From an optimization exercise on the open Yosys and OpenROAD flow, aimed at a short achievable clock period and few clock cycles; shortcuts taken in it are not production practice. Function was checked by simulation only, so behaviour that the tests miss may differ from the original.

// md_unit
module md_unit #(
    parameter int S1 = 3,    
    parameter int S2 = 3,    
    parameter int S3 = 9     
) (
    input  logic        clk,
    input  logic        reset,
    input  logic        start,
    input  logic [2:0]  MD_OP,
    input  logic [31:0] A,
    input  logic [31:0] B,
    input  logic        cancel,
    input  logic        D_MD,
    output logic        busy,
    output logic [31:0] MD_OUT,
    output logic [31:0] HI,
    output logic [31:0] LO,
    output logic        md_stall
);
    localparam int M0 = 2 * (S1 + S2);
    localparam int M1 = M0 + 2 * S3;
    localparam int M2 = M1 + 2 * S3;
    localparam int W  = (M1 >= 32) ? M1 : M2;    
    logic        r_busy;
    logic        r_cnt;        
    logic [31:0] r_hi;
    logic [31:0] r_lo;
    logic        r_hi_div;     
    logic        r_lo_div;     
    logic [31:0] r_rem;
    logic [W-1:0] r_x;
    logic [31:0] r_b;
    logic [33:0] r_b3;
    logic        r_neg_q;
    logic        r_neg_r;
    logic        w_go;
    logic        w_mul;
    logic        w_div;
    logic        w_sgn;
    logic [63:0] w_prod;
    assign w_go  = start & ~cancel & ~r_busy;
    assign w_mul = (MD_OP[2:1] == 2'b00);
    assign w_div = (MD_OP[2:1] == 2'b01) & (B != 32'd0);
    assign w_sgn = ~MD_OP[0];
    assign w_prod = {{32{w_sgn & A[31]}}, A} * {{32{w_sgn & B[31]}}, B};
    logic        w_a_neg;
    logic        w_b_neg;
  ...
For scale: about 15000 cells after synthesis, roughly 170 I/O pins, about 110000 sq um of cells after synthesis.
clock: 90.0 ns
lec_check: 0
cap_margin: 80
core_margin: 2
core_utilization: 40
slew_margin: 80
run.sh (not shown) runs the stock make flow with config.mk's settings and CLKGATE_MAP_FILE= SYNTH_SCRIPT=/design/flow/synth_recipe.tcl, a recipe that flattens the netlist after the stock synthesis.
Testbench counts at the start, summed over its fixed seeds: cycles 25,053.
Rerun with:
==> flow/flow/run.sh (new file) <==
#!/bin/bash
# Standard ORFS flow with timing repair aimed below the clock period and
# without the slow delay cells as buffers. The SDC is the design's, unchanged.
set -euo pipefail
# 1. The standard synthesis, unchanged.
bash standard.sh synth > flow_synth.log 2>&1
# 2. Layout: repair setup timing toward a tighter target through the
#    setup slack margin, and keep delay cells out of buffering.
cat >> config.mk <<'EOC'
export SETUP_SLACK_MARGIN = 53
export TNS_END_PERCENT = 100
export DONT_USE_CELLS += sky130_fd_sc_hd__clkdlybuf4s15_1 sky130_fd_sc_hd__clkdlybuf4s15_2 sky130_fd_sc_hd__clkdlybuf4s18_1 sky130_fd_sc_hd__clkdlybuf4s18_2 sky130_fd_sc_hd__clkdlybuf4s25_1 sky130_fd_sc_hd__clkdlybuf4s25_2 sky130_fd_sc_hd__clkdlybuf4s50_1 sky130_fd_sc_hd__clkdlybuf4s50_2 sky130_fd_sc_hd__dlygate4sd1_1 sky130_fd_sc_hd__dlygate4sd2_1 sky130_fd_sc_hd__dlygate4sd3_1 sky130_fd_sc_hd__dlymetal6s2s_1 sky130_fd_sc_hd__dlymetal6s4s_1 sky130_fd_sc_hd__dlymetal6s6s_1
EOC
bash standard.sh finish > flow_finish.log 2>&1
==> flow/standard.sh (new file) <==
#!/bin/bash
# synth_recipe.tcl (not shown) runs the flow's synth.tcl, then flattens the netlist and writes it again
# the make line also repeats each setting of config.mk as NAME=value (left out here)
make -C /OpenROAD-flow-scripts/flow DESIGN_CONFIG=/design/flow/config.mk WORK_HOME=/design/flow/orfs CLKGATE_MAP_FILE= SYNTH_SCRIPT=/design/flow/synth_recipe.tcl "${@:-finish}"
--- a/flow/config.mk
+++ b/flow/config.mk
@@ -7,5 +7,8 @@
 export LEC_CHECK = 0
-export CAP_MARGIN = 80
+export CAP_MARGIN = 20
 export CORE_MARGIN = 2
 export CORE_UTILIZATION = 40
-export SLEW_MARGIN = 80
+export SLEW_MARGIN = 20
+export SETUP_SLACK_MARGIN = 53
+export TNS_END_PERCENT = 100
+export DONT_USE_CELLS += sky130_fd_sc_hd__clkdlybuf4s15_1 sky130_fd_sc_hd__clkdlybuf4s15_2 sky130_fd_sc_hd__clkdlybuf4s18_1 sky130_fd_sc_hd__clkdlybuf4s18_2 sky130_fd_sc_hd__clkdlybuf4s25_1 sky130_fd_sc_hd__clkdlybuf4s25_2 sky130_fd_sc_hd__clkdlybuf4s50_1 sky130_fd_sc_hd__clkdlybuf4s50_2 sky130_fd_sc_hd__dlygate4sd1_1 sky130_fd_sc_hd__dlygate4sd2_1 sky130_fd_sc_hd__dlygate4sd3_1 sky130_fd_sc_hd__dlymetal6s2s_1 sky130_fd_sc_hd__dlymetal6s4s_1 sky130_fd_sc_hd__dlymetal6s6s_1
removed: flow/run.sh
Effect: Core utilization fell by 6.5 points; via count decreases by 1.3%; setup slack is better by 12000 ps; non-clock buffer count drops by 464; die area does not change; routed wire length is lower by 1.9%; synthesized area does not change; cell count fell by 2.3%; worst hold slack barely changes; clock skew came out higher by 48 ps.
Rerun with:
==> flow/run.sh (new file) <==
#!/bin/bash
# synth_recipe.tcl (not shown) runs the flow's synth.tcl, then flattens the netlist and writes it again
# the make line also repeats each setting of config.mk as NAME=value (left out here)
make -C /OpenROAD-flow-scripts/flow DESIGN_CONFIG=/design/flow/config.mk WORK_HOME=/design/flow/orfs CLKGATE_MAP_FILE= SYNTH_SCRIPT=/design/flow/synth_recipe.tcl finish
==> flow/config.mk (replaced) <==
export PLATFORM = sky130hd
export DESIGN_NAME = md_unit
export DESIGN_NICKNAME = md_unit
export VERILOG_FILES = /design/flow/design.v
export SDC_FILE = /design/flow/constraint.sdc
export NUM_CORES = 4
export LEC_CHECK = 0
export CAP_MARGIN = 20
export CORE_MARGIN = 2
export CORE_UTILIZATION = 40
export SLEW_MARGIN = 20
removed: flow/flow/run.sh
removed: flow/standard.sh
The new run produced a clean layout.
Die area does not change.
Area after synthesis does not change.
Synthesized cell count does not change.
Setup slack degrades by 9600 ps.
Sequential share of layout area rose by 0.15 points.
Final area fell by 3.2%.
Via count fell by 2.0%.

[afterwards: timing with drivers on the ports]
The results above use ideal ports. As a check the final layouts listed here were re-extracted and re-timed, cells and wires unchanged. Step 1 assumes that a clkbuf_16 drives the clock port and a buf_2 every other input. Step 2 adds t to the input delays and takes it off the output delays; t is the mean of the earliest and latest rising clock arrival at the registers after step 1. Input paths then give back, and output paths get back, about the clock's delay inside the block. Slacks: ideal / step 1 / step 2; pairs: ideal / step 1.
run	t (ns)	slack for setup (ns)	hold slack, ns	worst setup path after step 2	worst slew at a driven data input, ns
the first run	0.699	41.161 / 41.161 / 41.161	0.478 / 0.478 / 0.478	register to register	0.12
the second run	0.715	52.934 / 52.793 / 52.777	0.478 / 0.478 / 0.478	input to register	0.24
the third run	0.697	43.370 / 43.370 / 43.370	0.467 / 0.467 / 0.467	register to register	0.13
After both steps setup and hold are still met in every run listed. The setup slack of the second run, which loses most, moves by -0.141 ns with the drivers and by -0.157 ns with both steps.
